Source: an optimization exercise on an open RTL-to-GDS flow (aim: small area, a short achievable clock period and few clock cycles per item). Production flows keep margins and buffers that such runs may drop.
Function was not checked in any run shown here: the RTL went through the layout flow alone.
No activity file was given, so power comes from the tool's default toggle rates.

### flow/constraint.sdc
create_clock -name core_clock -period 5.0 [get_ports {i_clk}]
set_input_delay 1.0000 -clock core_clock [delete_from_list [all_inputs] [get_ports {i_clk}]]
set_output_delay 1.0000 -clock core_clock [all_outputs]
set_load 0.01 [all_outputs]
### flow/run.sh
#!/bin/bash
# synth_recipe.tcl (not shown) runs the flow's synth.tcl, then flattens the netlist and writes it again
# the make line also repeats each setting of config.mk as NAME=value (left out here)
make -C /OpenROAD-flow-scripts/flow DESIGN_CONFIG=/design/flow/config.mk WORK_HOME=/design/flow/orfs CLKGATE_MAP_FILE= SYNTH_SCRIPT=/design/flow/synth_recipe.tcl finish
### flow/design.v
package sat_pkg;
    localparam int SEGMENTS   = 16;
    localparam int DATA_W     = 16;
    localparam int ID_W       = 8;
    localparam int SLOT_W     = 4;
    localparam logic [DATA_W-1:0] MAX_SEG_RESET = 16'd64;
    localparam logic [16:0] DIV_REGPOS = 17'b1_0100_1001_0010_0101;
endpackage
module sat_div_step #(
    parameter int STEP = 0
) (
    input  logic [15:0] i_rem,
    input  logic [15:0] i_quo,
    input  logic [15:0] i_div,
    input  logic        i_hz,
    input  logic        i_nosub,
    output logic [15:0] o_rem,
    output logic [15:0] o_quo
);
    logic [STEP:0]   trial;
    logic [STEP+1:0] diff;
    logic            ge;
    if (STEP == 0) begin : g_t0
        assign trial = i_quo[15];
    end else begin : g_tn
        assign trial = {i_rem[STEP-1:0], i_quo[15]};
    end
    assign diff = {1'b0, trial} - {1'b0, i_div[STEP:0]};
    assign ge   = i_hz && !diff[STEP+1] && !i_nosub;
    always_comb begin
        o_rem = '0;
        o_rem[STEP:0] = ge ? diff[STEP:0] : trial;
    end
    assign o_quo = {i_quo[14:0], ge};
endmodule
module sat_match (
    input  logic [15:0]  i_key,
    input  logic [15:0]  i_live,
    input  logic [127:0] i_ids,
    output logic         o_hit,
    output logic [3:0]   o_idx
);
    logic [15:0] m;
    always_comb begin
        for (int i = 0; i < 16; i++)
            m[i] = i_live[i] && (i_key[15:8] == 8'd0) && (i_key[7:0] == i_ids[i*8 +: 8]);
        o_hit = |m;
        o_idx = '0;
        for (int i = 15; i >= 0; i--)
            if (m[i]) o_idx = 4'(i);
    end
endmodule
module segment_address_translation_core (
    input  logic                         i_clk,
    input  logic                         i_rst_n,
    input  logic                         i_cfg_valid,
    output logic                         o_cfg_ready,
    input  logic [sat_pkg::DATA_W-1:0]   i_cfg_data,
    input  logic                         i_valid,
    output logic                         o_ready,
    input  logic                         i_action,
    input  logic [sat_pkg::DATA_W-1:0]   i_logical_address,
    input  logic [sat_pkg::DATA_W-1:0]   i_byte_count,
    input  logic [sat_pkg::SLOT_W-1:0]   i_entry_slot,
    input  logic [sat_pkg::ID_W-1:0]     i_entry_id,
    input  logic [sat_pkg::DATA_W-1:0]   i_entry_base,
    input  logic [sat_pkg::DATA_W-1:0]   i_entry_size,
    input  logic                         i_entry_valid,
    output logic                         o_valid,
    input  logic                         i_ready,
    output logic [sat_pkg::DATA_W-1:0]   o_physical_address,
    output logic                         o_fault,
    output logic [sat_pkg::DATA_W-1:0]   o_segment_number,
    output logic [sat_pkg::DATA_W-1:0]   o_offset
);
    localparam logic [16:0] RP = sat_pkg::DIV_REGPOS;
    logic        adv;
    logic        in_fire;
    logic        div_busy;
    logic [15:0] r_max_seg;
    logic [15:0] r_div;
    logic        r_dpend;
    logic [16:0] hz;
    logic        r_out_valid;
    logic [15:0] r_out_phys;
    logic        r_out_fault;
    logic [15:0] r_out_seg;
    logic [15:0] r_out_off;
    assign adv         = !r_out_valid || i_ready;
    assign o_ready     = adv && !r_dpend;
    assign o_cfg_ready = 1'b1;
    assign in_fire     = i_valid && o_ready;
    always_ff @(posedge i_clk) begin
        if (!i_rst_n) begin
            r_max_seg <= sat_pkg::MAX_SEG_RESET;
            r_div     <= sat_pkg::MAX_SEG_RESET;
            r_dpend   <= 1'b0;
        end else if (i_cfg_valid) begin
            r_max_seg <= i_cfg_data;
            if (!div_busy && !in_fire) begin
                r_div   <= i_cfg_data;
                r_dpend <= 1'b0;
            end else begin
                r_dpend <= 1'b1;
            end
        end else if (r_dpend && !div_busy) begin
            r_div   <= r_max_seg;
            r_dpend <= 1'b0;
        end
    end
    always_comb begin
        hz[16] = 1'b1;
        for (int k = 15; k >= 1; k--) hz[k] = hz[k+1] && !r_div[k];
        hz[0] = hz[1] && !r_div[0];
    end
    logic [16:0]    nv, nld;
    logic [17*16-1:0] nR, nQ, nC;
    logic [17*13-1:0] nX;
    logic [16:0]    busy_at;
    for (genvar p = 0; p <= 16; p++) begin : g_node
        logic        sv, sld;
        logic [15:0] sR, sQ, sC;
        logic [12:0] sX;
        if (p == 0) begin : g_src_in
            assign sv  = in_fire;
            assign sld = !i_action;
            assign sR  = '0;
            assign sQ  = i_action ? i_logical_address : i_entry_base;
            assign sC  = i_action ? i_byte_count : i_entry_size;
            assign sX  = {i_entry_slot, i_entry_valid, i_entry_id};
        end else begin : g_src_step
            sat_div_step #(.STEP(p - 1)) u_step (
                .i_rem   (nR[(p-1)*16 +: 16]),
                .i_quo   (nQ[(p-1)*16 +: 16]),
                .i_div   (r_div),
                .i_hz    (hz[p]),
                .i_nosub (nld[p-1]),
                .o_rem   (sR),
                .o_quo   (sQ)
            );
            assign sv  = nv[p-1];
            assign sld = nld[p-1];
            assign sC  = nC[(p-1)*16 +: 16];
            assign sX  = nX[(p-1)*13 +: 13];
        end
        if (RP[p]) begin : g_reg
            logic        r_v, r_ld;
            logic [15:0] r_R, r_Q, r_C;
            logic [12:0] r_X;
            always_ff @(posedge i_clk) begin
                if (!i_rst_n)  r_v <= 1'b0;
                else if (adv)  r_v <= sv;
            end
            always_ff @(posedge i_clk) begin
                if (adv) begin
                    r_ld <= sld;
                    r_R  <= sR;
                    r_Q  <= sQ;
                    r_C  <= sC;
                    r_X  <= sX;
                end
            end
            assign nv[p]            = r_v;
            assign nld[p]           = r_ld;
            assign nR[p*16 +: 16]   = r_R;
            assign nQ[p*16 +: 16]   = r_Q;
            assign nC[p*16 +: 16]   = r_C;
            assign nX[p*13 +: 13]   = r_X;
            assign busy_at[p]       = (p < 16) && r_v && !r_ld;
        end else begin : g_wire
            assign nv[p]            = sv;
            assign nld[p]           = sld;
            assign nR[p*16 +: 16]   = sR;
            assign nQ[p*16 +: 16]   = sQ;
            assign nC[p*16 +: 16]   = sC;
            assign nX[p*13 +: 13]   = sX;
            assign busy_at[p]       = 1'b0;
        end
    end
    assign div_busy = |busy_at;
    logic        m_v, m_ld;
    logic [15:0] m_q, m_r, m_c;
    logic [12:0] m_x;
    logic        m_hit;
    logic [3:0]  m_idx;
    logic [16:0] m_sum;
    assign m_v  = nv[16];
    assign m_ld = nld[16];
    assign m_q  = nQ[16*16 +: 16];
    assign m_r  = nR[16*16 +: 16];
    assign m_c  = nC[16*16 +: 16];
    assign m_x  = nX[16*13 +: 13];
    logic [15:0]  t_live;
    logic [127:0] t_ids;
    logic [15:0]  t_base [16];
    logic [15:0]  t_size [16];
    sat_match u_match (
        .i_key  (m_q),
        .i_live (t_live),
        .i_ids  (t_ids),
        .o_hit  (m_hit),
        .o_idx  (m_idx)
    );
    assign m_sum = {1'b0, m_r} + {1'b0, m_c};
    logic        t_we;
    logic [3:0]  t_slot;
    assign t_we   = adv && m_v && m_ld;
    assign t_slot = m_x[12:9];
    always_ff @(posedge i_clk) begin
        if (!i_rst_n) begin
            t_live <= '0;
        end else if (t_we) begin
            t_live[t_slot] <= m_x[8];
        end
    end
    always_ff @(posedge i_clk) begin
        if (t_we) begin
            t_ids[t_slot*8 +: 8] <= m_x[7:0];
            t_base[t_slot]       <= m_r;
            t_size[t_slot]       <= m_c;
        end
    end
    logic        f_v, f_ld, f_hit;
    logic [3:0]  f_idx;
    logic [15:0] f_q, f_r;
    logic [16:0] f_sum;
    always_ff @(posedge i_clk) begin
        if (!i_rst_n)  f_v <= 1'b0;
        else if (adv)  f_v <= m_v;
    end
    always_ff @(posedge i_clk) begin
        if (adv) begin
            f_ld  <= m_ld;
            f_hit <= m_hit;
            f_idx <= m_idx;
            f_q   <= m_q;
            f_r   <= m_r;
            f_sum <= m_sum;
        end
    end
    logic [15:0] f_base, f_size, f_phys;
    logic        f_fault;
    assign f_base  = t_base[f_idx];
    assign f_size  = t_size[f_idx];
    assign f_phys  = f_base + f_r;
    assign f_fault = !f_hit || (f_sum > {1'b0, f_size});
    always_ff @(posedge i_clk) begin
        if (!i_rst_n)  r_out_valid <= 1'b0;
        else if (adv)  r_out_valid <= f_v;
    end
    always_ff @(posedge i_clk) begin
        if (adv) begin
            r_out_phys  <= (f_ld || f_fault) ? '0 : f_phys;
            r_out_fault <= !f_ld && f_fault;
            r_out_seg   <= f_ld ? '0 : f_q;
            r_out_off   <= f_ld ? '0 : f_r;
        end
    end
    assign o_valid            = r_out_valid;
    assign o_physical_address = r_out_phys;
    assign o_fault            = r_out_fault;
    assign o_segment_number   = r_out_seg;
    assign o_offset           = r_out_off;
endmodule
### flow/config.mk
export PLATFORM = sky130hd
export DESIGN_NAME = segment_address_translation_core
export DESIGN_NICKNAME = segment_address_translation_core
export VERILOG_FILES = /design/flow/design.v
export SDC_FILE = /design/flow/constraint.sdc
export NUM_CORES = 4
export LEC_CHECK = 0
export CAP_MARGIN = 20
export CORE_MARGIN = 2
export CORE_UTILIZATION = 40
export SLEW_MARGIN = 20
==> flow_summary.ini, run 1 <==
[timing]
hold-worst-slack_ns = 0.402
setup_violations = 36
worstMarginPinSlew_ns = 1.13
hold_violations = 0
rsz0062_at_grt = true
layout_setup_ws_ns = -1.39
fmax_mhz = 156
slew_viol_final = 0
finalClockSkew_ns = 0.0433
relSlewSlack_pct = 24.5
fin_crit_ns = 6.39
fin_crit_sh_pct = 128

[final_layout]
nNetsFinal = 4293
drive_above_1_share_pct = 30.8
n_fill_cell = 11071
seq_area_mm2 = 0.0349
area_growth_pct = 23.8
multi_input_area_mm2 = 0.0183

[logic_synthesis]
synthesis.area_mm2 = 0.0529
muxShareOfSynthArea_pct = 12.4
synthFlopType = edfxtp_1
synthSimpleGateAreaFrac_pct = 6.16
synth_cells = 3314
async_reset_ff_share_pct = 0
synth_edf_count = 1122
synth-xor-area-share_pct = 3.84
yosys_warnings = 18
synth_nets = 3617
syn_avg_cell_area_um2 = 16.0
synth_top_family_by_area = multiplexers
ys_seq_elements = 1180
seq_area_frac_synth_pct = 65.9
synth_cell_types = 86
synthAdderAreaFrac_pct = 5.06
synth_compound_area_share_pct = 5.00

[global_route]
grt_pass1_wl_um = 183000
grt_pass1_vias = 30675
grt_max_degree = 156
antenna_found_initial = 2
grt_use_total_pct = 17.7
gr-total-overflow = 0

[setup_path]
critPathKind = flop to flop
critical_path.max_stage_delay_ns = 0.38
cp-start-kind = flop
r2r_setup_slack_ns = -1.39
path_max_fanout = 7
crit_arrival_ns = 6.89
crit_slowest_cell = edfxtp_1
end_kind = flop
cp.required_ns = 5.50

[route]
drt_iter0_drc = 2287
vias_per_cell = 5.15
drc = 0
num_vias = 30101
routed_wl_um = 120000
wl_per_cell_um = 20.5
ant_nets = 0
drtPass1Iterations = 5

[outcome]
status = failed layout checks
so.violations = setup timing

[placed_design]
io_buffers = 149
dp_hpwl_um = 75100
routabilityCongestion = 0.838

[clock_network]
tritoncts = built
cts.htree.levels = 3
clkTransAtPathRegs_ns = 0.07
numCtsBuffers = 120
cts-root-buf = clkbuf_16
cts-hold-fix-buffers = 0
insertion_delay_ns = 0.75
clockBufferDepth = 3
clkSinkCount = 1180

[power]
ir_drop_mv = 0.517
total_power_mw = 36.5
pwr-share-seq_pct = 35.9
p_sw_mw = 11.1
leakage_nw = 23.4
swShare_pct = 30.3
p_int_mw = 25.5
power_density_mw_per_mm2 = 558
clkPwrFrac_pct = 24.8
power_frac_comb_pct = 39.3

[die]
ios = 151
initial_core_util_pct = 40.3
coreArea_mm2 = 0.131
fp-row-count = 133
dieArea_mm2 = 0.135
dieHeight_um = 368
die_w_um = 368

[job]
cap_violations = 0

[min_path]
hp-class = flop to flop
-- per-layer routing --
metal	global-route usage, %	part of all wire [%]
met2	30.5	51
met5	0	0
met3	2.44	4.7
met4	5.21	2.2
met1	23.2	42
-- power groups by stage --
stage / Combinational (mW) / Clock (mW) / Sequential [mW]
floorplan: 7.65 / 0 / 12.8
global placement: 11.8 / 0 / 13.3
detailed placement: 11.9 / 0 / 13.3
CTS: 13.5 / 9.31 / 13.1
global route: 15.8 / 9.67 / 13.2
finish: 14.4 / 9.06 / 13.1
-- cell families (layout without fill, tap and decap cells) --
group,after synthesis,after routing
flip-flops,1180,1180
AND/OR/NAND/NOR,651,651
multiplexers,423,423
AO/OA/AOI/OAI,393,394
XOR/XNOR,232,232
buffers and inverters,230,1006
adder cells (fa/ha/maj),204,204
other,1,2
-- per-stage QoR --
| stage | util, % | cells | setup slack, ns | setup TNS [ns] | area, µm² |
|---|---|---|---|---|---|
| 5_1_grt | 49.8 | 5846 | -1.65 | -50.93 | 65500 |
| 3_3_place_gp | 45.4 | 5549 | -1.63 | -56.28 | 59700 |
| 2_1_floorplan | - | 3314 | -1.53 | -54.59 | 53100 |
| 3_5_place_dp | 45.4 | 5549 | -1.73 | -60.48 | 59700 |
| 6_report | 49.8 | 5847 | -1.39 | -37.28 | 65500 |
| 4_1_cts | 49.3 | 5821 | -1.44 | -40.16 | 64800 |
-- worst max-delay path, delay by kind of cell, from the launching register on --
family	cells	cell delay, ns
fa+ha+maj	4	0.85
compound gates	12	2.23
mux	3	0.95
simple gates	4	1.22
buf+inv	5	0.49
flops	1	0.38
-- cells in the mapped netlist, drive strengths merged, types with 9 or more instances --
cell	instances	area, µm²
edfxtp	1122	33700
mux2	228	2590
xnor2	188	1650
ha	187	2340
nand2	166	623
mux4	160	3600
nor2	131	492
inv	130	488
nor2b	99	619
a21oi	87	435
o21ai	85	433
clkbuf	72	272
dfxtp	58	1160
nor3	58	295
xor2	44	385
nand3	41	205
and2	38	239
mux2i	35	350
a21o	32	249
nor4	30	200
o21a	30	225
buf	28	144
a21boi	19	143
a22o	19	166
and3	19	119
nand4	19	119
a31oi	17	106
fa	17	340
a211oi	16	125
nand2b	14	87.6
o211ai	10	80.1
or2	10	62.6
or3	10	67.6
o31a	9	78.8
o31ai	9	72.6
-- cell usage in the layout, fill, tap and decap left out, types with 66 or more instances in the layout --
master / synthesis / routed
clkbuf_16: 0 / 120
nor2b_1: 99 / 92
inv_1: 129 / 117
buf_4: 3 / 447
mux4_2: 160 / 160
nand2_1: 166 / 162
edfxtp_1: 1122 / 1122
ha_1: 187 / 158
nor2_1: 131 / 117
a21oi_1: 87 / 66
mux2_2: 221 / 177
clkdlybuf4s50_1: 0 / 147
xnor2_1: 188 / 188
-- registers in the layout, indices dropped and copies added, names as in the netlist, 4 cells and up --
name               flops
f_idx                  4
f_q                   16
f_r                   16
f_sum                 17
g_node.g_reg.r_C     112
g_node.g_reg.r_Q     112
g_node.g_reg.r_R      56
g_node.g_reg.r_X      91
g_node.g_reg.r_ld      7
g_node.g_reg.r_v       7
r_div                 16
r_max_seg             16
r_out_off             16
r_out_phys            16
r_out_seg             16
t_base               256
t_ids                128
t_live                16
t_size               256
-- final cells by class --
type / instances / share of cell area (%)
antenna: 1 / 0.00382
clock buffer: 145 / 4.76
clock inverter: 78 / 1.30
timing repair buffer: 653 / 8.62
tap: 1755 / 3.35
sequential: 1180 / 53.2
inverter: 130 / 0.790
multi-input combinational: 1905 / 28.0
-- worst paths after layout --
kind / startpoint / depth (start not counted) / endpoint
max: g_node[11].g_reg.r_Q[15] / 28 / g_node[14].g_reg.r_R[2]
min: g_node[2].g_reg.r_C[5] / 0 / g_node[5].g_reg.r_C[5]
max reg2reg: g_node[11].g_reg.r_Q[15] / 28 / g_node[14].g_reg.r_R[2]
min reg2reg: g_node[2].g_reg.r_C[5] / 0 / g_node[5].g_reg.r_C[5]
-- timing repair --
action / CTS / global route
setup buffers: 48 / 31
endpoints found under the setup margin: 59 / 59
resized for setup: 170 / 123
pin swaps: 74 / 66
cloned: 3 / 0
==> run 2: changes to the inputs <==
--- a/flow/design.v
+++ b/flow/design.v
@@ -4,7 +4,7 @@
     localparam int ID_W       = 8;
     localparam int SLOT_W     = 4;
     localparam logic [DATA_W-1:0] MAX_SEG_RESET = 16'd64;
-    localparam logic [16:0] DIV_REGPOS = 17'b1_0100_1001_0010_0101;
+    localparam logic [16:0] DIV_REGPOS = 17'b1_1010_1010_1010_1000;
 endpackage
 module sat_div_step #(
     parameter int STEP = 0
@@ -13,41 +13,52 @@
     input  logic [15:0] i_quo,
     input  logic [15:0] i_div,
     input  logic        i_hz,
-    input  logic        i_nosub,
+    input  logic        i_load,
+    input  logic        i_xbit,
     output logic [15:0] o_rem,
     output logic [15:0] o_quo
 );
-    logic [STEP:0]   trial;
-    logic [STEP+1:0] diff;
-    logic            ge;
-    if (STEP == 0) begin : g_t0
-        assign trial = i_quo[15];
-    end else begin : g_tn
-        assign trial = {i_rem[STEP-1:0], i_quo[15]};
-    end
-    assign diff = {1'b0, trial} - {1'b0, i_div[STEP:0]};
-    assign ge   = i_hz && !diff[STEP+1] && !i_nosub;
+    localparam int W = STEP + 1;
+    logic [W-1:0] t, d, g, p, gg, pp, bor;
+    logic         ge;
     always_comb begin
+        if (STEP == 0) t = i_quo[15];
+        else           t = {i_rem[W-2:0], i_quo[15]};
+        d = i_div[W-1:0];
+        g = ~t & d;
+        p = ~(t ^ d);
+        gg = g;
+        pp = p;
+        for (int s = 1; s < W; s = s * 2) begin
+            for (int i = W - 1; i >= s; i--) begin
+                gg[i] = gg[i] | (pp[i] & gg[i-s]);
+                pp[i] = pp[i] & pp[i-s];
+            end
+        end
+        bor = '0;
+        for (int i = 1; i < W; i++) bor[i] = gg[i-1];
+        ge = i_hz && !gg[W-1] && !i_load;
         o_rem = '0;
-        o_rem[STEP:0] = ge ? diff[STEP:0] : trial;
-    end
-    assign o_quo = {i_quo[14:0], ge};
+        o_rem[W-1:0] = t ^ ({W{ge}} & (d ^ bor));
+    end
+    assign o_quo = {i_quo[14:0], i_load ? i_xbit : ge};
 endmodule
 module sat_match (
     input  logic [15:0]  i_key,
     input  logic [15:0]  i_live,
     input  logic [127:0] i_ids,
     output logic         o_hit,
-    output logic [3:0]   o_idx
+    output logic [15:0]  o_sel
 );
     logic [15:0] m;
+    logic [15:0] below;
     always_comb begin
         for (int i = 0; i < 16; i++)
             m[i] = i_live[i] && (i_key[15:8] == 8'd0) && (i_key[7:0] == i_ids[i*8 +: 8]);
+        below[0] = 1'b0;
+        for (int i = 1; i < 16; i++) below[i] = below[i-1] | m[i-1];
+        o_sel = m & ~below;
         o_hit = |m;
-        o_idx = '0;
-        for (int i = 15; i >= 0; i--)
-            if (m[i]) o_idx = 4'(i);
     end
 endmodule
 module segment_address_translation_core (
@@ -80,6 +91,7 @@
     logic [15:0] r_max_seg;
     logic [15:0] r_div;
     logic        r_dpend;
+    logic [16:1] r_hz;
     logic [16:0] hz;
     logic        r_out_valid;
     logic [15:0] r_out_phys;
@@ -94,25 +106,27 @@
         if (!i_rst_n) begin
             r_max_seg <= sat_pkg::MAX_SEG_RESET;
             r_div     <= sat_pkg::MAX_SEG_RESET;
+            r_hz      <= hz_of(sat_pkg::MAX_SEG_RESET);
             r_dpend   <= 1'b0;
         end else if (i_cfg_valid) begin
             r_max_seg <= i_cfg_data;
             if (!div_busy && !in_fire) begin
                 r_div   <= i_cfg_data;
+                r_hz    <= hz_of(i_cfg_data);
                 r_dpend <= 1'b0;
             end else begin
                 r_dpend <= 1'b1;
             end
         end else if (r_dpend && !div_busy) begin
             r_div   <= r_max_seg;
+            r_hz    <= hz_of(r_max_seg);
             r_dpend <= 1'b0;
         end
     end
-    always_comb begin
-        hz[16] = 1'b1;
-        for (int k = 15; k >= 1; k--) hz[k] = hz[k+1] && !r_div[k];
-        hz[0] = hz[1] && !r_div[0];
-    end
+    function automatic logic [16:1] hz_of(input logic [15:0] d);
+        for (int k = 1; k <= 16; k++) hz_of[k] = ((d >> k) == 16'd0);
+    endfunction
+    assign hz = {r_hz, 1'b0};
     logic [16:0]    nv, nld;
     logic [17*16-1:0] nR, nQ, nC;
     logic [17*13-1:0] nX;
@@ -134,14 +148,15 @@
                 .i_quo   (nQ[(p-1)*16 +: 16]),
                 .i_div   (r_div),
                 .i_hz    (hz[p]),
-                .i_nosub (nld[p-1]),
+                .i_load  (nld[p-1]),
+                .i_xbit  (nX[(p-1)*13 + 12]),
                 .o_rem   (sR),
                 .o_quo   (sQ)
             );
             assign sv  = nv[p-1];
             assign sld = nld[p-1];
             assign sC  = nC[(p-1)*16 +: 16];
-            assign sX  = nX[(p-1)*13 +: 13];
+            assign sX  = {nX[(p-1)*13 +: 12], 1'b0};
         end
         if (RP[p]) begin : g_reg
             logic        r_v, r_ld;
@@ -182,14 +197,14 @@
     logic [15:0] m_q, m_r, m_c;
     logic [12:0] m_x;
     logic        m_hit;
-    logic [3:0]  m_idx;
+    logic [15:0] m_sel;
     logic [16:0] m_sum;
     assign m_v  = nv[16];
     assign m_ld = nld[16];
     assign m_q  = nQ[16*16 +: 16];
     assign m_r  = nR[16*16 +: 16];
     assign m_c  = nC[16*16 +: 16];
-    assign m_x  = nX[16*13 +: 13];
+    assign m_x  = m_q[15:3];
     logic [15:0]  t_live;
     logic [127:0] t_ids;
     logic [15:0]  t_base [16];
@@ -199,7 +214,7 @@
         .i_live (t_live),
         .i_ids  (t_ids),
         .o_hit  (m_hit),
-        .o_idx  (m_idx)
+        .o_sel  (m_sel)
     );
     assign m_sum = {1'b0, m_r} + {1'b0, m_c};
     logic        t_we;
@@ -221,7 +236,7 @@
         end
     end
     logic        f_v, f_ld, f_hit;
-    logic [3:0]  f_idx;
+    logic [15:0] f_sel;
     logic [15:0] f_q, f_r;
     logic [16:0] f_sum;
     always_ff @(posedge i_clk) begin
@@ -232,7 +247,7 @@
         if (adv) begin
             f_ld  <= m_ld;
             f_hit <= m_hit;
-            f_idx <= m_idx;
+            f_sel <= m_sel;
             f_q   <= m_q;
             f_r   <= m_r;
             f_sum <= m_sum;
@@ -240,8 +255,14 @@
     end
     logic [15:0] f_base, f_size, f_phys;
     logic        f_fault;
-    assign f_base  = t_base[f_idx];
-    assign f_size  = t_size[f_idx];
+    always_comb begin
+        f_base = '0;
+        f_size = '0;
+        for (int i = 0; i < 16; i++) begin
+            f_base = f_base | ({16{f_sel[i]}} & t_base[i]);
+            f_size = f_size | ({16{f_sel[i]}} & t_size[i]);
+        end
+    end
     assign f_phys  = f_base + f_r;
     assign f_fault = !f_hit || (f_sum > {1'b0, f_size});
     always_ff @(posedge i_clk) begin
==> flow_summary.ini, run 2 <==
[outcome]
status = finished clean

[min_path]
hp-start = g_node[11].g_reg.r_Q[3]
holdPathEnd = g_node[13].g_reg.r_Q[5]
hold_path_depth = 0
hp-class = flop to flop

[placed_design]
dp_hpwl_um = 79800
routabilityCongestion = 0.853
io_buffers = 149

[die]
ios = 151
coreArea_mm2 = 0.129
fp-row-count = 132
die_w_um = 364
dieHeight_um = 364
dieArea_mm2 = 0.133
initial_core_util_pct = 40.2

[timing]
finalClockSkew_ns = 0.0236
setup_violations = 0
hold_violations = 0
slew_viol_final = 0
relSlewSlack_pct = 24.7
fmax_mhz = 217
worstMarginPinSlew_ns = 1.12
fin_crit_ns = 4.61
fin_crit_sh_pct = 92.3
rsz0062_at_grt = false
fin_setup_tns_ns = 0

[logic_synthesis]
synthesis.area_mm2 = 0.0519
ys_top_cells_by_area = edfxtp_1, xnor2_1, ha_1, dfxtp_1, xor2_1
synth_edf_count = 1129
synth_cell_types = 83
syn_avg_cell_area_um2 = 14.3
synth_nets = 3896
synth_common_cells = edfxtp_1, nand2_1, xnor2_1, nor2_1, ha_1
yosys.area.top_type = edfxtp_1
synthFlopType = edfxtp_1
ys_seq_elements = 1203
synth_cells = 3623
synth.most_common_cell = edfxtp_1
synth_top_area_share_pct = 65.4
async_reset_ff_share_pct = 0
seq_area_frac_synth_pct = 68.2
yosys_warnings = 18

[route]
wl_per_cell_um = 22.0
vias_per_cell = 5.35
ant_nets = 0
routed_wl_um = 127000
drc = 0
drtPass1Iterations = 8
num_vias = 30792
drt_iter0_drc = 2792

[clock_network]
cts-hold-fix-buffers = 0
tritoncts = built
clkSinkCount = 1203
clkTransAtPathRegs_ns = 0.06
cts.htree.levels = 4
clockBufferDepth = 3
cts-root-buf = clkbuf_16
insertion_delay_ns = 0.75
numCtsBuffers = 132

[final_layout]
layout_commonest_cell = edfxtp_1
nNetsFinal = 4184
fin_util_pct = 46.8
mostFrequentLayoutCells = edfxtp_1, nand2_1, xnor2_1, nor2_1, ha_1
n_fill_cell = 11409
area_growth_pct = 16.5
top_regs = t_base (256), t_size (256)
drive_above_1_share_pct = 11.7

[global_route]
antenna_found_initial = 2
grt_pass1_wl_um = 190000
grt_use_total_pct = 19.0
grt_pass1_vias = 30095
gr-total-overflow = 0
grt_max_degree = 175

[setup_path]
reg2regPathDepth = 20
crit_arrival_ns = 5.10
reg2reg_to = g_node[13].g_reg.r_R[1]
critPathKind = flop to flop
r2r_setup_slack_ns = 0.39
r2r_start = g_node[11].g_reg.r_R[1]
path_max_fanout = 6
cp.required_ns = 5.48
end_kind = flop
cp-start-kind = flop

[power]
power_density_mw_per_mm2 = 456
ir_drop_mv = 0.411
leakage_nw = 21.9

[job]
cap_violations = 0
run 2: changes by cell type in the layout (fill, tap and decap cells not counted), sizes merged, moves of 32 or more:
cell    delta
a221oi    +88
a22o      +72
a22oi     +91
buf      -362
mux2     -141
mux4     -160
nand2    +131
nand3     +39
nand4     +32
nor2      +66
nor2b     -49
xnor2     +75
xor2      +87
run 2: through the flow:
step / setup slack [ns] / instances / cell area, µm² / total power, mW / hold WS (ns)
finish: 0.385 / 5758 / 60400 / 27.5 / 0.407
global route: 0.00545 / 5756 / 60400 / 28.9 / 0.414
floorplan: 0.170 / 3623 / 51900 / 16.7 / 0.400
detailed placement: -0.416 / 5517 / 56200 / 18.3 / 0.405
CTS: 0.00751 / 5754 / 60300 / 27.7 / 0.407
global placement: -0.314 / 5517 / 56200 / 18.2 / 0.400
run 2: how the worst max path moves through the flow:
stage	startpoint	end	cells after the start
6_report	g_node[11].g_reg.r_R[1]	g_node[13].g_reg.r_R[1]	20
2_1_floorplan	r_div[2]	g_node[13].g_reg.r_R[10]	19
5_1_grt	g_node[11].g_reg.r_R[1]	g_node[13].g_reg.r_R[1]	20
3_5_place_dp	g_node[11].g_reg.r_R[1]	g_node[13].g_reg.r_R[1]	19
4_1_cts	r_div[2]	g_node[15].g_reg.r_R[0]	21
3_3_place_gp	g_node[11].g_reg.r_R[1]	g_node[13].g_reg.r_R[1]	19
run 2: kinds of logic (layout without fill, tap and decap cells):
logic type	count (synthesis)	count (layout)	share of synthesized area [%]
DFF	1203	1203	68.2
muxes	110	110	2.33
adders and majority gates	174	174	4.23
AOI/OAI and AO/OA	639	639	8.85
xor gates and xnor gates	395	395	6.70
buffers and inverters	249	640	1.85
and+or+nand+nor	852	852	7.81
other	1	3	0.00723
run 2: final cells by class:
cell class | instances | area (µm²) | share of cell area, %
tap | 1742 | 2180 | 3.61
timing repair buffer | 292 | 2680 | 4.43
antenna | 2 | 5.00 | 0.00828
sequential | 1203 | 35400 | 58.6
clock buffer | 170 | 3580 | 5.92
clock inverter | 67 | 553 | 0.915
inverter | 111 | 428 | 0.708
multi-input combinational | 2171 | 15600 | 25.8
run 2: timing repair:
action / 4_1_cts / 5_1_grt
buffers inserted: 0 / 2
setup endpoints to repair: 13 / 44
resized for setup: 3 / 8
pin swaps: 0 / 2
endpoints found under the hold margin: 0 / 0
run 2: per-layer routing:
metal / wire length, µm / track usage, %
met1: 54200 / 25.4
met2: 62100 / 32.0
met3: 7530 / 3.03
met4: 2970 / 5.56
met5: 0 / 0
run 2: where the power goes:
group	internal (mW)	total [mW]	switching (mW)
registers	12.4	13.2	0.838
clock network	5.38	9.32	3.94
logic	2.27	5.01	2.74
run 2: worst max-delay path, cell delays in order, from the launching register on:
cell and delay, ns:
edfxtp_1 0.36, inv_1 0.10, ha_1 0.25, a21oi_1 0.18, a21oi_1 0.13, o2111ai_1 0.26
nand3_1 0.14, a31oi_2 0.34, buf_4 0.20, nand2_1 0.06, xor2_1 0.16, ha_1 0.30
nand4b_1 0.09, nand2_1 0.12, a41o_1 0.31, o31ai_4 0.10, a221oi_2 0.42, a31oi_4 0.21
a21bo_1 0.21, a221oi_1 0.32, xnor2_1 0.10
==> run 3: changes to the inputs <==
--- a/flow/config.mk
+++ b/flow/config.mk
@@ -5,7 +5,9 @@
 export SDC_FILE = /design/flow/constraint.sdc
 export NUM_CORES = 4
 export LEC_CHECK = 0
+export ABC_CLOCK_PERIOD_IN_PS = 3000
 export CAP_MARGIN = 20
 export CORE_MARGIN = 2
 export CORE_UTILIZATION = 40
+export SETUP_SLACK_MARGIN = 2.0
 export SLEW_MARGIN = 20
==> flow_summary.ini, run 3 <==
[min_path]
hold_path_depth = 0
holdPathEnd = g_node[13].g_reg.r_C[5]
hp-start = g_node[11].g_reg.r_C[5]
hp-class = flop to flop

[logic_synthesis]
yosys_warnings = 18
synth_edf_count = 1129
ys_seq_elements = 1203
synth_top_family_by_area = compound AO/OA/AOI/OAI gates
synth_cells = 3623
seq_area_frac_synth_pct = 68.2
synth_top_area_share_pct = 65.4
syn_avg_cell_area_um2 = 14.3
synth_common_cells = edfxtp_1, nand2_1, xnor2_1, nor2_1, ha_1
async_reset_ff_share_pct = 0
synthAdderAreaFrac_pct = 4.23
synthFlopType = edfxtp_1
synth.most_common_cell = edfxtp_1
synth-xor-area-share_pct = 6.70
synthesis.area_mm2 = 0.0519
yosys.area.top_type = edfxtp_1
ys_top_cells_by_area = edfxtp_1, xnor2_1, ha_1, dfxtp_1, xor2_1
muxShareOfSynthArea_pct = 2.33
synth_cell_types = 83
synth_compound_area_share_pct = 8.85
synthSimpleGateAreaFrac_pct = 7.81
synth_nets = 3896

[die]
die_w_um = 364
dieHeight_um = 364
ios = 151
dieArea_mm2 = 0.133
fp-row-count = 132
initial_core_util_pct = 40.2
coreArea_mm2 = 0.129

[final_layout]
drive_above_1_share_pct = 23.0
diodes = 0
multi_input_area_mm2 = 0.0175
nNetsFinal = 4413
n_fill_cell = 10927
fin_util_pct = 50.0
area_growth_pct = 24.5
seq_area_mm2 = 0.0354
final_cell_count_no_fill = 5984
top_regs = t_base (256), t_size (256)
layout_commonest_cell = edfxtp_1
mostFrequentLayoutCells = edfxtp_1, buf_4, nand2_1, xnor2_1, nor2_1

[placed_design]
dp_hpwl_um = 79100
dp.cells = 5492
routabilityCongestion = 0.862
io_buffers = 149

[outcome]
status = finished clean

[route]
drt_iter0_drc = 3035
wl_per_cell_um = 22.6
num_vias = 32059
drc = 0
vias_per_cell = 5.36
ant_nets = 0
drtPass1Iterations = 6
routed_wl_um = 135000

[clock_network]
insertion_delay_ns = 0.76
tritoncts = built
clkSinkCount = 1203
cts-root-buf = clkbuf_16
cts-hold-fix-buffers = 0
numCtsBuffers = 132
cts.htree.levels = 4
clockBufferDepth = 3
clkTransAtPathRegs_ns = 0.05

[power]
ir_drop_mv = 0.365
pwr-share-seq_pct = 45.2
power_density_mw_per_mm2 = 450
leakage_nw = 23.8
p_int_mw = 20.9
swShare_pct = 28.2
power_frac_comb_pct = 22.7
clkPwrFrac_pct = 32.2
p_sw_mw = 8.19

[timing]
setup_violations = 0
rsz0062_at_grt = true
fin_crit_ns = 4.52
fin_crit_sh_pct = 90.3
hold_violations = 0
fmax_mhz = 221
relSlewSlack_pct = 21.3
fin_setup_tns_ns = 0
worstMarginPinSlew_ns = 1.18
finalClockSkew_ns = 0.0324
slew_viol_final = 0

[global_route]
gr-total-overflow = 0
grt_pass1_wl_um = 197000
grt_max_degree = 179
antenna_found_initial = 0
grt_pass1_vias = 31327
grt_use_total_pct = 19.8

[setup_path]
r2r_start = r_div[1]
r2r_setup_slack_ns = 0.48
critPathKind = flop to flop
cp.required_ns = 5.50
reg2reg_to = g_node[7].g_reg.r_R[5]
reg2regPathDepth = 22
crit_arrival_ns = 5.02
cp-start-kind = flop
path_max_fanout = 8
end_kind = flop

[job]
cap_violations = 0
==> run 3: how the worst max path moves through the flow <==
stage	startpoint	endpoint	slack (ns)	depth (start not counted)
2_1_floorplan	r_div[1]	g_node[11].g_reg.r_R[2]	0.73	20
3_3_place_gp	r_div[2]	g_node[15].g_reg.r_R[9]	0.28	20
3_5_place_dp	r_div[2]	g_node[15].g_reg.r_R[1]	0.16	20
4_1_cts	r_div[1]	g_node[9].g_reg.r_R[7]	0.60	20
5_1_grt	r_div[1]	g_node[7].g_reg.r_R[5]	0.30	22
6_report	r_div[1]	g_node[7].g_reg.r_R[5]	0.48	22
==> run 3: layout make-up <==
type / count / share of cell area [%]
inverters: 111 / 0.674
clock buffers: 175 / 5.62
multi-input cells: 2180 / 27.0
well taps: 1742 / 3.37
repair buffers: 512 / 7.68
clock inverters: 61 / 0.787
flip-flops and latches: 1203 / 54.8
==> run 3: kinds of logic after synthesis <==
kind of cell	count (synthesis)
flops	1203
simple gates	852
compound gates	639
xor+xnor	395
buf+inv	249
fa+ha+maj	174
mux	110
other cells	1
==> run 3: repair_timing <==
action | CTS | global route
cloned | 7 | 9
resized for setup | 286 | 137
buffers inserted | 180 | 60
pin swaps | 162 | 137
endpoints found under the setup margin | 259 | 526
==> run 3: through the flow <==
stage / setup slack (ns) / area, µm² / power [mW] / hold slack (ns)
after global routing: 0.299 / 64600 / 30.3 / 0.419
final: 0.483 / 64600 / 29.1 / 0.405
after detailed placement: 0.159 / 56300 / 18.5 / 0.405
after CTS: 0.599 / 63400 / 28.8 / 0.408
after floorplan: 0.728 / 52200 / 16.8 / 0.400
after global placement: 0.284 / 56300 / 18.4 / 0.401
==> run 3: power groups by stage <==
stage	Clock, mW	Sequential (mW)	Combinational, mW
finish	9.34	13.1	6.58
global route	9.90	13.2	7.21
CTS	9.55	13.2	6.09
detailed placement	0	13.5	5.02
global placement	0	13.5	4.94
floorplan	0	13.0	3.87
==> run 3: layer usage <==
layer / vias up / GRT usage [%] / part of all wire (%)
li1: 14776 / - / -
met1: 15932 / 26.4 / 42
met2: 1125 / 33.2 / 48
met3: 226 / 3.11 / 6.7
met4: 0 / 6.00 / 2.7
met5: - / 0 / 0
==> run 3: critical path: stages, from the launching register on <==
cell and delay, ns:
dfxtp_4 0.36, buf_6 0.13, buf_4 0.13, buf_6 0.11, buf_6 0.11, buf_6 0.11, ha_4 0.20, a21o_1 0.17
a21o_1 0.20, a21o_1 0.21, a21o_1 0.23, a21oi_4 0.20, nand2_2 0.09, xor2_2 0.15, ha_1 0.29, a21o_1 0.18
a21o_1 0.19, a21o_1 0.19, a21o_1 0.20, a21o_1 0.23, a21oi_4 0.32, nand2_1 0.11, xor2_1 0.14
==> run 4: changes to the inputs <==
--- a/flow/design.v
+++ b/flow/design.v
@@ -4,7 +4,7 @@
     localparam int ID_W       = 8;
     localparam int SLOT_W     = 4;
     localparam logic [DATA_W-1:0] MAX_SEG_RESET = 16'd64;
-    localparam logic [16:0] DIV_REGPOS = 17'b1_1010_1010_1010_1000;
+    localparam logic [16:0] DIV_REGPOS = 17'b0_1010_1010_1010_1000;
 endpackage
 module sat_div_step #(
     parameter int STEP = 0
@@ -131,6 +131,8 @@
     logic [17*16-1:0] nR, nQ, nC;
     logic [17*13-1:0] nX;
     logic [16:0]    busy_at;
+    logic [17*16-1:0] nD;
+    logic [17*17-1:0] nH;
     for (genvar p = 0; p <= 16; p++) begin : g_node
         logic        sv, sld;
         logic [15:0] sR, sQ, sC;
@@ -146,8 +148,8 @@
             sat_div_step #(.STEP(p - 1)) u_step (
                 .i_rem   (nR[(p-1)*16 +: 16]),
                 .i_quo   (nQ[(p-1)*16 +: 16]),
-                .i_div   (r_div),
-                .i_hz    (hz[p]),
+                .i_div   (nD[(p-1)*16 +: 16]),
+                .i_hz    (nH[(p-1)*17 + p]),
                 .i_load  (nld[p-1]),
                 .i_xbit  (nX[(p-1)*13 + 12]),
                 .o_rem   (sR),
@@ -159,6 +161,14 @@
             assign sX  = {nX[(p-1)*13 +: 12], 1'b0};
         end
         if (RP[p]) begin : g_reg
+            logic [15:0] r_dc;
+            logic [16:1] r_hc;
+            always_ff @(posedge i_clk) begin
+                r_dc <= r_div;
+                r_hc <= r_hz;
+            end
+            assign nD[p*16 +: 16]   = r_dc;
+            assign nH[p*17 +: 17]   = {r_hc, 1'b0};
             logic        r_v, r_ld;
             logic [15:0] r_R, r_Q, r_C;
             logic [12:0] r_X;
@@ -190,6 +200,13 @@
             assign nC[p*16 +: 16]   = sC;
             assign nX[p*13 +: 13]   = sX;
             assign busy_at[p]       = 1'b0;
+            if (p == 0) begin : g_d0
+                assign nD[p*16 +: 16] = r_div;
+                assign nH[p*17 +: 17] = hz;
+            end else begin : g_dn
+                assign nD[p*16 +: 16] = nD[(p-1)*16 +: 16];
+                assign nH[p*17 +: 17] = nH[(p-1)*17 +: 17];
+            end
         end
     end
     assign div_busy = |busy_at;
@@ -198,7 +215,6 @@
     logic [12:0] m_x;
     logic        m_hit;
     logic [15:0] m_sel;
-    logic [16:0] m_sum;
     assign m_v  = nv[16];
     assign m_ld = nld[16];
     assign m_q  = nQ[16*16 +: 16];
@@ -216,7 +232,6 @@
         .o_hit  (m_hit),
         .o_sel  (m_sel)
     );
-    assign m_sum = {1'b0, m_r} + {1'b0, m_c};
     logic        t_we;
     logic [3:0]  t_slot;
     assign t_we   = adv && m_v && m_ld;
@@ -237,8 +252,7 @@
     end
     logic        f_v, f_ld, f_hit;
     logic [15:0] f_sel;
-    logic [15:0] f_q, f_r;
-    logic [16:0] f_sum;
+    logic [15:0] f_q, f_r, f_c;
     always_ff @(posedge i_clk) begin
         if (!i_rst_n)  f_v <= 1'b0;
         else if (adv)  f_v <= m_v;
@@ -250,7 +264,7 @@
             f_sel <= m_sel;
             f_q   <= m_q;
             f_r   <= m_r;
-            f_sum <= m_sum;
+            f_c   <= m_c;
         end
     end
     logic [15:0] f_base, f_size, f_phys;
@@ -264,7 +278,7 @@
         end
     end
     assign f_phys  = f_base + f_r;
-    assign f_fault = !f_hit || (f_sum > {1'b0, f_size});
+    assign f_fault = !f_hit || (({1'b0, f_r} + {1'b0, f_c}) > {1'b0, f_size});
     always_ff @(posedge i_clk) begin
         if (!i_rst_n)  r_out_valid <= 1'b0;
         else if (adv)  r_out_valid <= f_v;
--- a/flow/config.mk
+++ b/flow/config.mk
@@ -5,7 +5,7 @@
 export SDC_FILE = /design/flow/constraint.sdc
 export NUM_CORES = 4
 export LEC_CHECK = 0
-export ABC_CLOCK_PERIOD_IN_PS = 3000
+export ABC_CLOCK_PERIOD_IN_PS = 1200
 export CAP_MARGIN = 20
 export CORE_MARGIN = 2
 export CORE_UTILIZATION = 40
==> flow_summary.ini, run 4 <==
[logic_synthesis]
synth_cells = 3610
syn_avg_cell_area_um2 = 14.1
async_reset_ff_share_pct = 0
synth.most_common_cell = edfxtp_1
synth_edf_count = 1079
synth_cell_types = 82
synthFlopType = edfxtp_1
seq_area_frac_synth_pct = 67.8
synth_nets = 3883
synthesis.area_mm2 = 0.0508
yosys_warnings = 18
ys_top_cells_by_area = edfxtp_1, xnor2_1, ha_1, dfxtp_1, nand2_1
yosys.area.top_type = edfxtp_1
synth_top_area_share_pct = 63.8
synth_common_cells = edfxtp_1, nand2_1, xnor2_1, ha_1, nor2_1
ys_seq_elements = 1180

[setup_path]
cp-startpoint = g_node[7].g_reg.r_dc[1]
critPathKind = flop to flop
end_kind = flop
cp-start-kind = flop
cpLargestDelayFamily = compound AO/OA/AOI/OAI gates
reg2regPathDepth = 25
crit_arrival_ns = 5.20
path_buf_inv = 6
reg2reg_to = g_node[11].g_reg.r_R[10]
path_max_fanout = 3
r2r_setup_slack_ns = 0.29
r2r_start = g_node[7].g_reg.r_dc[1]
cp.required_ns = 5.48
crit_slowest_cell = dfxtp_4
critical_path.max_stage_delay_ns = 0.36
cp.depth = 25

[placed_design]
io_buffers = 149
routabilityCongestion = 0.824
placed_area_mm2 = 0.0555
place_ws_ns = -0.0388
dp.cells = 5436
dp_hpwl_um = 81000

[power]
power_density_mw_per_mm2 = 477
leakage_nw = 23.2
ir_drop_mv = 0.374

[clock_network]
cts-root-buf = clkbuf_16
tritoncts = built
clkTransAtPathRegs_ns = 0.06
clockBufferDepth = 3
cts.htree.levels = 4
clkSinkCount = 1180
insertion_delay_ns = 0.78
cts-hold-fix-buffers = 0
numCtsBuffers = 131

[global_route]
grt_max_degree = 161
grt_pass1_vias = 31089
grt_use_total_pct = 19.8
gr-total-overflow = 0
grt_pass1_wl_um = 193000
antenna_found_initial = 4

[timing]
finalClockSkew_ns = 0.0394
hold-worst-slack_ns = 0.355
slew_viol_final = 0
worstMarginPinSlew_ns = 1.05
fin_crit_sh_pct = 94.3
relSlewSlack_pct = 30.1
fin_crit_ns = 4.71
hold_violations = 0
rsz0062_at_grt = true
layout_setup_ws_ns = 0.286
fmax_mhz = 212
setup_violations = 0

[die]
ios = 151
dieArea_mm2 = 0.130
initial_core_util_pct = 40.4
fp-row-count = 130
coreArea_mm2 = 0.126
die_w_um = 360
dieHeight_um = 360

[final_layout]
drive_above_1_share_pct = 20.4
layout_commonest_cell = edfxtp_1
nNetsFinal = 4360
top_regs = t_base (256), t_size (256), t_ids (128)
area_growth_pct = 23.2
diodes = 0
mostFrequentLayoutCells = edfxtp_1, nand2_1, buf_4, xnor2_1, nor2_1
final_cell_area_mm2 = 0.0626
final_cell_count_no_fill = 5844

[job]
cap_violations = 0

[min_path]
hold_path_depth = 0
hp-start = r_hz[9]
holdPathEnd = g_node[7].g_reg.r_hc[9]
hp-class = flop to flop

[route]
drt_iter0_drc = 2900
num_vias = 31560
ant_nets = 0
drc = 0
vias_per_cell = 5.40
routed_wl_um = 130000
wl_per_cell_um = 22.3
drtPass1Iterations = 8

[outcome]
status = finished clean
-- run 4: cell count changes after synthesis, sizes merged, moves of 12 or more --
cell | before | now
nand4 | 51 | 63
nor2 | 197 | 156
dfxtp | 74 | 101
nand3 | 80 | 56
edfxtp | 1129 | 1079
o21ai | 108 | 149
nand2 | 297 | 345
and2 | 20 | 35
mux2 | 87 | 62
o21bai | 4 | 16
nor4 | 22 | 9
-- run 4: where the power goes --
| part | internal [mW] | switching (mW) | leakage, nW |
|---|---|---|---|
| registers | 12.1 | 0.535 | 11.4 |
| logic | 3.45 | 3.92 | 9.74 |
| clock network | 5.82 | 4.04 | 2.14 |
| total | 21.4 | 8.49 | 23.2 |
-- run 4: final cells by class --
class                   count  area, µm²
fillers                 10783      63300
flip-flops and latches   1180      34400
repair buffers            479       4400
clock buffers             171       3570
well taps                1650       2060
clock inverters            69        848
multi-input cells        2182      16800
inverters                 113        453
-- run 4: how the worst max path moves through the flow --
stage / to
6_report: g_node[11].g_reg.r_R[10]
5_1_grt: g_node[15].g_reg.r_R[1]
4_1_cts: g_node[15].g_reg.r_R[1]
3_5_place_dp: g_node[13].g_reg.r_R[1]
3_3_place_gp: g_node[15].g_reg.r_R[1]
2_1_floorplan: g_node[15].g_reg.r_R[1]
-- run 4: what timing repair did --
action / CTS / global route
buffers inserted: 86 / 76
setup endpoints to repair: 758 / 996
gates cloned: 6 / 0
resized for setup: 170 / 131
hold endpoints to repair: 0 / 0
pin swaps: 108 / 102
-- run 4: stage by stage --
stage | utilization, % | setup TNS [ns] | total power, mW
3_5_place_dp | 44.1 | -0.0974 | 18.7
4_1_cts | 48.7 | 0 | 29.4
3_3_place_gp | 44.0 | 0 | 18.5
6_report | 49.7 | 0 | 29.9
5_1_grt | 49.7 | 0 | 31.2
2_1_floorplan | - | 0 | 16.7
-- run 4: kinds of logic (layout without fill, tap and decap cells) --
| logic type | count (synthesis) | in the layout | synth area share (%) |
|---|---|---|---|
| simple gates | 844 | 844 | 7.90 |
| fa+ha+maj | 174 | 174 | 4.31 |
| flops | 1180 | 1180 | 67.8 |
| mux | 89 | 89 | 1.91 |
| compound gates | 685 | 686 | 9.56 |
| other cells | 1 | 1 | 0.00738 |
| buf+inv | 251 | 832 | 1.91 |
| xor+xnor | 386 | 388 | 6.65 |
-- run 4: per-layer routing --
metal  track usage (%)  up-vias  wire length (µm)
li1                  -    14577                 -
met1              26.0    15741             54600
met2              32.9     1039             63500
met3              3.67      201              8790
met4              6.86        2              3550
met5                 0        -                13
==> run 5: changes to the inputs <==
--- a/flow/config.mk
+++ b/flow/config.mk
@@ -5,9 +5,9 @@
 export SDC_FILE = /design/flow/constraint.sdc
 export NUM_CORES = 4
 export LEC_CHECK = 0
-export ABC_CLOCK_PERIOD_IN_PS = 1200
+export ABC_CLOCK_PERIOD_IN_PS = 2000
 export CAP_MARGIN = 20
 export CORE_MARGIN = 2
 export CORE_UTILIZATION = 40
-export SETUP_SLACK_MARGIN = 2.0
+export SETUP_SLACK_MARGIN = 1.5
 export SLEW_MARGIN = 20
==> flow_summary.ini, run 5 <==
[timing]
finalClockSkew_ns = 0.0342
setup_violations = 0
worstMarginPinSlew_ns = 1.12
hold_violations = 0
relSlewSlack_pct = 25.0
fin_crit_ns = 4.66
fin_setup_tns_ns = 0
fin_crit_sh_pct = 93.2
fmax_mhz = 215
rsz0062_at_grt = true
slew_viol_final = 0

[logic_synthesis]
yosys_warnings = 18
synth_common_cells = edfxtp_1, nand2_1, xnor2_1, ha_1, nor2_1
syn_avg_cell_area_um2 = 14.1
yosys.area.top_type = edfxtp_1
synth_cell_types = 82
synthesis.area_mm2 = 0.0508
ys_top_cells_by_area = edfxtp_1, xnor2_1, ha_1, dfxtp_1, nand2_1
synthFlopType = edfxtp_1
synth_top_area_share_pct = 63.8
synth_cells = 3610
async_reset_ff_share_pct = 0
synth_nets = 3883
seq_area_frac_synth_pct = 67.8
ys_seq_elements = 1180
synth_edf_count = 1079
synth.most_common_cell = edfxtp_1

[final_layout]
diodes = 0
top_regs = t_base (256), t_size (256), t_ids (128)
fin_util_pct = 49.6
mostFrequentLayoutCells = edfxtp_1, nand2_1, buf_4, xnor2_1, nor2_1
layout_commonest_cell = edfxtp_1
drive_above_1_share_pct = 20.4
area_growth_pct = 23.0
nNetsFinal = 4358

[die]
initial_core_util_pct = 40.4
die_w_um = 360
ios = 151
dieHeight_um = 360
dieArea_mm2 = 0.130
coreArea_mm2 = 0.126
fp-row-count = 130

[global_route]
grt_use_total_pct = 19.5
grt_max_degree = 138
grt_pass1_wl_um = 192000
antenna_found_initial = 2
gr-total-overflow = 0
grt_pass1_vias = 30932

[clock_network]
clkSinkCount = 1180
numCtsBuffers = 133
cts.htree.levels = 4
clockBufferDepth = 3
cts-hold-fix-buffers = 0
insertion_delay_ns = 0.76
clkTransAtPathRegs_ns = 0.05
tritoncts = built
cts-root-buf = clkbuf_16

[min_path]
hp-class = flop to flop
hp-start = r_hz[11]
holdPathEnd = g_node[7].g_reg.r_hc[11]
hold_path_depth = 0

[setup_path]
crit_chain = inv_2, ha_4, a21o_1, a211o_1, a21o_1, a211o_1, a21o_1, a31o_4, inv_6, nand2_4, xnor2_4, ha_2, or3_4, o22ai_4, o211ai_1, a31oi_1, o21ai_1, a31oi_2, o21ba_4, a21boi_2, o211ai_1, xor2_1
cp.required_ns = 5.49
path_max_fanout = 4
r2r_setup_slack_ns = 0.34
reg2reg_to = g_node[15].g_reg.r_R[1]
reg2regPathDepth = 22
r2r_start = g_node[13].g_reg.r_R[5]
cpLargestDelayFamily = compound AO/OA/AOI/OAI gates
cpMostUsedCell = a21o_1
path_buf_inv = 2
cp-start-kind = flop
crit_slowest_cell = or3_4
end_kind = flop
critPathKind = flop to flop
crit_arrival_ns = 5.15
critical_path.max_stage_delay_ns = 0.39

[route]
vias_per_cell = 5.41
drt_iter0_drc = 2663
wl_per_cell_um = 22.1
ant_nets = 0
drtPass1Iterations = 7
num_vias = 31541
drc = 0
routed_wl_um = 129000

[outcome]
status = finished clean

[job]
cap_violations = 0

[power]
power_density_mw_per_mm2 = 471
ir_drop_mv = 0.500
leakage_nw = 23.2

[placed_design]
routabilityCongestion = 0.832
io_buffers = 149
dp_hpwl_um = 80400
run 5: changes by cell type in the layout (fill, tap and decap cells not counted), moves of 5 or more:
cell | before | now
nand2_4 | 12 | 26
inv_6 | 5 | 11
clkbuf_8 | 8 | 2
nand2_1 | 286 | 277
o21ai_1 | 15 | 7
xnor2_2 | 21 | 16
o21ai_0 | 124 | 135
o21ai_2 | 10 | 5
and2_4 | 15 | 20
a21oi_2 | 24 | 18
and2_1 | 16 | 11
run 5: stage by stage:
step                power [mW]  instances  hold slack (ns)  setup WS, ns  area [µm²]
global route              30.8       5835            0.353        0.0546       62500
detailed placement        18.7       5427            0.336        0.0535       55400
CTS                       29.0       5770            0.350         0.212       61300
finish                    29.4       5835            0.347         0.338       62500
floorplan                 16.7       3610            0.326         0.250       51100
global placement          18.5       5427            0.333         0.124       55400
run 5: cells by family after synthesis:
group / share of synthesized area, %
AO/OA/AOI/OAI: 9.56
XOR/XNOR: 6.65
flip-flops: 67.8
multiplexers: 1.91
adder cells (fa/ha/maj): 4.31
AND/OR/NAND/NOR: 7.90
buffers and inverters: 1.91
other: 0.00738
run 5: final cells by class:
cell class                 instances  area [µm²]
sequential                      1180       34400
clock buffer                     166        3540
tap                             1650        2060
timing repair buffer             478        4440
inverter                         113         443
fill                           10789       63400
multi-input combinational       2179       16900
clock inverter                    69         689
run 5: timing repair:
item,4_1_cts,5_1_grt
endpoints found under the hold margin,0,0
buffers inserted,105,63
cloned,3,1
pin swaps,109,97
endpoints found under the setup margin,222,189
resized for setup,192,130
run 5: worst max path at each step:
stage | startpoint | end | cells past startpoint
2_1_floorplan | g_node[13].g_reg.r_R[6] | g_node[15].g_reg.r_R[1] | 23
5_1_grt | g_node[13].g_reg.r_R[5] | g_node[15].g_reg.r_R[1] | 22
4_1_cts | g_node[13].g_reg.r_R[5] | g_node[15].g_reg.r_R[1] | 22
3_5_place_dp | g_node[13].g_reg.r_R[5] | g_node[15].g_reg.r_R[1] | 22
6_report | g_node[13].g_reg.r_R[5] | g_node[15].g_reg.r_R[1] | 22
3_3_place_gp | g_node[13].g_reg.r_R[6] | g_node[15].g_reg.r_R[1] | 23
run 5: per-layer routing:
layer	GRT usage [%]	wire, µm
met4	6.01	3210
met1	25.7	53900
met5	0	13
met3	3.16	8580
met2	33.2	63500
run 5: power breakdown:
part,switching (mW),internal (mW)
Clock,3.91,5.60
Combinational,3.90,3.41
Sequential,0.508,12.1
==> run 6: changes to the inputs <==
--- a/flow/design.v
+++ b/flow/design.v
@@ -4,7 +4,8 @@
     localparam int ID_W       = 8;
     localparam int SLOT_W     = 4;
     localparam logic [DATA_W-1:0] MAX_SEG_RESET = 16'd64;
-    localparam logic [16:0] DIV_REGPOS = 17'b0_1010_1010_1010_1000;
+    localparam logic [16:0] DIV_REGPOS = 17'b0_1111_1111_1111_1000;
+    localparam logic [16:0] DIV_COPYPOS = 17'b0_1010_1010_1010_1000;
 endpackage
 module sat_div_step #(
     parameter int STEP = 0
@@ -85,14 +86,13 @@
     output logic [sat_pkg::DATA_W-1:0]   o_offset
 );
     localparam logic [16:0] RP = sat_pkg::DIV_REGPOS;
+    localparam logic [16:0] CP = sat_pkg::DIV_COPYPOS;
     logic        adv;
     logic        in_fire;
     logic        div_busy;
     logic [15:0] r_max_seg;
     logic [15:0] r_div;
     logic        r_dpend;
-    logic [16:1] r_hz;
-    logic [16:0] hz;
     logic        r_out_valid;
     logic [15:0] r_out_phys;
     logic        r_out_fault;
@@ -106,33 +106,25 @@
         if (!i_rst_n) begin
             r_max_seg <= sat_pkg::MAX_SEG_RESET;
             r_div     <= sat_pkg::MAX_SEG_RESET;
-            r_hz      <= hz_of(sat_pkg::MAX_SEG_RESET);
             r_dpend   <= 1'b0;
         end else if (i_cfg_valid) begin
             r_max_seg <= i_cfg_data;
             if (!div_busy && !in_fire) begin
                 r_div   <= i_cfg_data;
-                r_hz    <= hz_of(i_cfg_data);
                 r_dpend <= 1'b0;
             end else begin
                 r_dpend <= 1'b1;
             end
         end else if (r_dpend && !div_busy) begin
             r_div   <= r_max_seg;
-            r_hz    <= hz_of(r_max_seg);
             r_dpend <= 1'b0;
         end
     end
-    function automatic logic [16:1] hz_of(input logic [15:0] d);
-        for (int k = 1; k <= 16; k++) hz_of[k] = ((d >> k) == 16'd0);
-    endfunction
-    assign hz = {r_hz, 1'b0};
     logic [16:0]    nv, nld;
     logic [17*16-1:0] nR, nQ, nC;
     logic [17*13-1:0] nX;
     logic [16:0]    busy_at;
     logic [17*16-1:0] nD;
-    logic [17*17-1:0] nH;
     for (genvar p = 0; p <= 16; p++) begin : g_node
         logic        sv, sld;
         logic [15:0] sR, sQ, sC;
@@ -149,7 +141,7 @@
                 .i_rem   (nR[(p-1)*16 +: 16]),
                 .i_quo   (nQ[(p-1)*16 +: 16]),
                 .i_div   (nD[(p-1)*16 +: 16]),
-                .i_hz    (nH[(p-1)*17 + p]),
+                .i_hz    (nD[(p-1)*16 +: 16] >> p == 16'd0),
                 .i_load  (nld[p-1]),
                 .i_xbit  (nX[(p-1)*13 + 12]),
                 .o_rem   (sR),
@@ -161,14 +153,6 @@
             assign sX  = {nX[(p-1)*13 +: 12], 1'b0};
         end
         if (RP[p]) begin : g_reg
-            logic [15:0] r_dc;
-            logic [16:1] r_hc;
-            always_ff @(posedge i_clk) begin
-                r_dc <= r_div;
-                r_hc <= r_hz;
-            end
-            assign nD[p*16 +: 16]   = r_dc;
-            assign nH[p*17 +: 17]   = {r_hc, 1'b0};
             logic        r_v, r_ld;
             logic [15:0] r_R, r_Q, r_C;
             logic [12:0] r_X;
@@ -200,13 +184,15 @@
             assign nC[p*16 +: 16]   = sC;
             assign nX[p*13 +: 13]   = sX;
             assign busy_at[p]       = 1'b0;
-            if (p == 0) begin : g_d0
-                assign nD[p*16 +: 16] = r_div;
-                assign nH[p*17 +: 17] = hz;
-            end else begin : g_dn
-                assign nD[p*16 +: 16] = nD[(p-1)*16 +: 16];
-                assign nH[p*17 +: 17] = nH[(p-1)*17 +: 17];
-            end
+        end
+        if (CP[p]) begin : g_dcopy
+            logic [15:0] r_dc;
+            always_ff @(posedge i_clk) r_dc <= nD[(p-1)*16 +: 16];
+            assign nD[p*16 +: 16] = r_dc;
+        end else if (p == 0) begin : g_d0
+            assign nD[p*16 +: 16] = r_div;
+        end else begin : g_dn
+            assign nD[p*16 +: 16] = nD[(p-1)*16 +: 16];
         end
     end
     assign div_busy = |busy_at;
--- a/flow/config.mk
+++ b/flow/config.mk
@@ -5,9 +5,7 @@
 export SDC_FILE = /design/flow/constraint.sdc
 export NUM_CORES = 4
 export LEC_CHECK = 0
-export ABC_CLOCK_PERIOD_IN_PS = 2000
 export CAP_MARGIN = 20
 export CORE_MARGIN = 2
 export CORE_UTILIZATION = 40
-export SETUP_SLACK_MARGIN = 1.5
 export SLEW_MARGIN = 20
==> flow_summary.ini, run 6 <==
[timing]
finalClockSkew_ns = 0.0455
hold_violations = 0
layout_setup_ws_ns = 0.274
fin_crit_ns = 4.73
rsz0062_at_grt = false
slew_viol_final = 0
relSlewSlack_pct = 33.8
fmax_mhz = 212
fin_setup_tns_ns = 0
setup_violations = 0
fin_crit_sh_pct = 94.5
worstMarginPinSlew_ns = 0.993

[global_route]
grt_pass1_vias = 32354
grt_max_degree = 183
antenna_found_initial = 4
grt_pass1_wl_um = 195000
gr-total-overflow = 0
grt_use_total_pct = 16.7

[placed_design]
place_ws_ns = 0.175
dp.cells = 6007
dp_hpwl_um = 77700
io_buffers = 149
routabilityCongestion = 0.843

[route]
routed_wl_um = 129000
vias_per_cell = 5.19
wl_per_cell_um = 20.5
drc = 0
drt_iter0_drc = 2852
num_vias = 32721
ant_nets = 0
drtPass1Iterations = 7

[logic_synthesis]
seq_area_frac_synth_pct = 73.0
synth_common_cells = edfxtp_1, xnor2_1, nand2_1, dfxtp_1, ha_1
async_reset_ff_share_pct = 0
synthesis.area_mm2 = 0.0606
yosys.area.top_type = edfxtp_1
yosys_warnings = 18
synth_nets = 4135
syn_avg_cell_area_um2 = 15.7
synth_top_area_share_pct = 67.2
synth_cells = 3862
synth.most_common_cell = edfxtp_1
synth_edf_count = 1356
synth_cell_types = 78
ys_seq_elements = 1532
synthFlopType = edfxtp_1
ys_top_cells_by_area = edfxtp_1, dfxtp_1, xnor2_1, ha_1, a22o_1

[die]
die_w_um = 393
dieArea_mm2 = 0.155
initial_core_util_pct = 40.4
ios = 151
fp-row-count = 142
coreArea_mm2 = 0.150
dieHeight_um = 393

[clock_network]
clkTransAtPathRegs_ns = 0.06
clkSinkCount = 1532
cts-root-buf = clkbuf_16
insertion_delay_ns = 0.79
cts.htree.levels = 4
clockBufferDepth = 3
numCtsBuffers = 163
tritoncts = built

[final_layout]
final_cell_count_no_fill = 6305
top_regs = t_base (256), t_size (256)
drive_above_1_share_pct = 10.9
layout_commonest_cell = edfxtp_1
mostFrequentLayoutCells = edfxtp_1, xnor2_1, nand2_1, dfxtp_1, ha_1
nNetsFinal = 4430
area_growth_pct = 16.1
fin_util_pct = 46.9

[setup_path]
cp-start-kind = flop
cpLargestDelayFamily = compound AO/OA/AOI/OAI gates
path_max_fanout = 9
crit_slowest_cell = edfxtp_1
crit_chain = ha_1, fa_1, a21o_1, a21oi_2, o21ai_0, nand4_1, nand3_1, o41ai_4, nor2b_1, o21a_1, o21ai_0, o31a_1, ha_1, a211o_1, a21oi_1, a311oi_1, o32a_1, a21oi_1, buf_4, nand2b_2, buf_4, nor2_1
path_buf_inv = 2
crit_arrival_ns = 5.36
cp.required_ns = 5.63
end_kind = flop
critical_path.max_stage_delay_ns = 0.42
critPathKind = flop to flop

[power]
total_power_mw = 31.7
ir_drop_mv = 0.471
leakage_nw = 25.9
power_density_mw_per_mm2 = 451

[min_path]
hp-class = flop to flop

[job]
cap_violations = 0

[outcome]
status = finished clean
## run 6: cell count changes after synthesis, moves of 15 or more
cell      delta
a21o_1      +16
dfxtp_1     +75
a22o_1      +44
nor2_1      -53
o21ai_0     -77
inv_1       +58
nand3_1     -15
a21boi_0    +23
xor2_1      -42
nor2b_1     +41
xnor2_1     +51
edfxtp_1   +277
a21oi_1     -24
nand2_1     -72
## run 6: final timing paths
kind | depth (start not counted) | from | slack (ns) | endpoint
worst max-delay path | 22 | f_r[0] | 0.27 | r_out_phys[4]
worst min-delay path | 0 | g_node[11].g_dcopy.r_dc[14] | 0.35 | g_node[13].g_dcopy.r_dc[14]
worst max register to register | 22 | f_r[0] | 0.27 | r_out_phys[4]
worst min register to register | 0 | g_node[11].g_dcopy.r_dc[14] | 0.35 | g_node[13].g_dcopy.r_dc[14]
## run 6: metal layers
| metal | global-route usage (%) | up-vias | part of all wire, % |
|---|---|---|---|
| met2 | 27.4 | 1018 | 48 |
| li1 | - | 15190 | - |
| met1 | 22.2 | 16283 | 43 |
| met5 | 0 | - | 0 |
| met3 | 3.35 | 230 | 6.4 |
| met4 | 5.80 | 0 | 2.9 |
## run 6: layout make-up
cell class | count | area [µm²]
sequential | 1532 | 44200
clock inverter | 77 | 827
antenna | 2 | 5.00
inverter | 169 | 647
clock buffer | 218 | 4480
multi-input combinational | 2035 | 15200
fill | 12948 | 79800
tap | 2016 | 2520
timing repair buffer | 256 | 2370
## run 6: per-stage QoR
stage          hold slack (ns)  cell area, µm²
3_3_place_gp             0.332           65000
5_1_grt                  0.357           70300
4_1_cts                  0.350           70300
2_1_floorplan            0.323           60600
6_report                 0.348           70300
3_5_place_dp             0.328           65000
## run 6: what timing repair did
action / in CTS / in global routing
endpoints found under the setup margin: 0 / 16
gates resized for setup: 0 / 4
hold buffers: 0 / 0
buffers inserted: 0 / 1
endpoints found under the hold margin: 0 / 0
## run 6: cells by family (layout without fill, tap and decap cells)
logic type | count (synthesis) | in the layout | synth area share [%]
adders and majority gates | 174 | 174 | 3.62
DFF | 1532 | 1532 | 73.0
xor gates and xnor gates | 395 | 395 | 5.71
and+or+nand+nor | 727 | 727 | 5.89
AOI/OAI and AO/OA | 634 | 634 | 7.98
buffers and inverters | 295 | 720 | 1.91
muxes | 104 | 104 | 1.87
other | 1 | 3 | 0.00619
## run 6: report_power, final
part | switching (mW) | internal [mW] | total [mW]
logic | 2.23 | 1.74 | 3.97
clock network | 4.96 | 6.91 | 11.9
registers | 0.560 | 15.3 | 15.9

[re-timing with driven ports]
How much do the figures lean on ideal ports? The routed layouts below were timed once more, with nothing changed but the port constraints.
Step 1 assumes that a clkbuf_16 drives the clock port and a buf_2 every other input.
Step 2 moves the port delays by t, midway between the first and last clock arrival at a register: inputs arrive t later, outputs are due t later. That takes back most of the time a late clock gives input paths.
a / b / c = no drivers / after step 1 / after step 2; a / b = the first two.
run | t, ns | setup slack, ns | clock arrival spread, ns
run 1 | 0.802 | -1.394 / -1.394 / -1.394 | 0.047 / 0.047
run 2 | 0.812 | 0.385 / 0.385 / 0.385 | 0.031 / 0.030
run 3 | 0.810 | 0.483 / 0.483 / 0.483 | 0.035 / 0.035
run 4 | 0.821 | 0.286 / 0.286 / 0.286 | 0.055 / 0.055
run 5 | 0.817 | 0.338 / 0.338 / 0.338 | 0.034 / 0.034
run 6 | 0.844 | 0.274 / 0.274 / 0.274 | 0.052 / 0.052
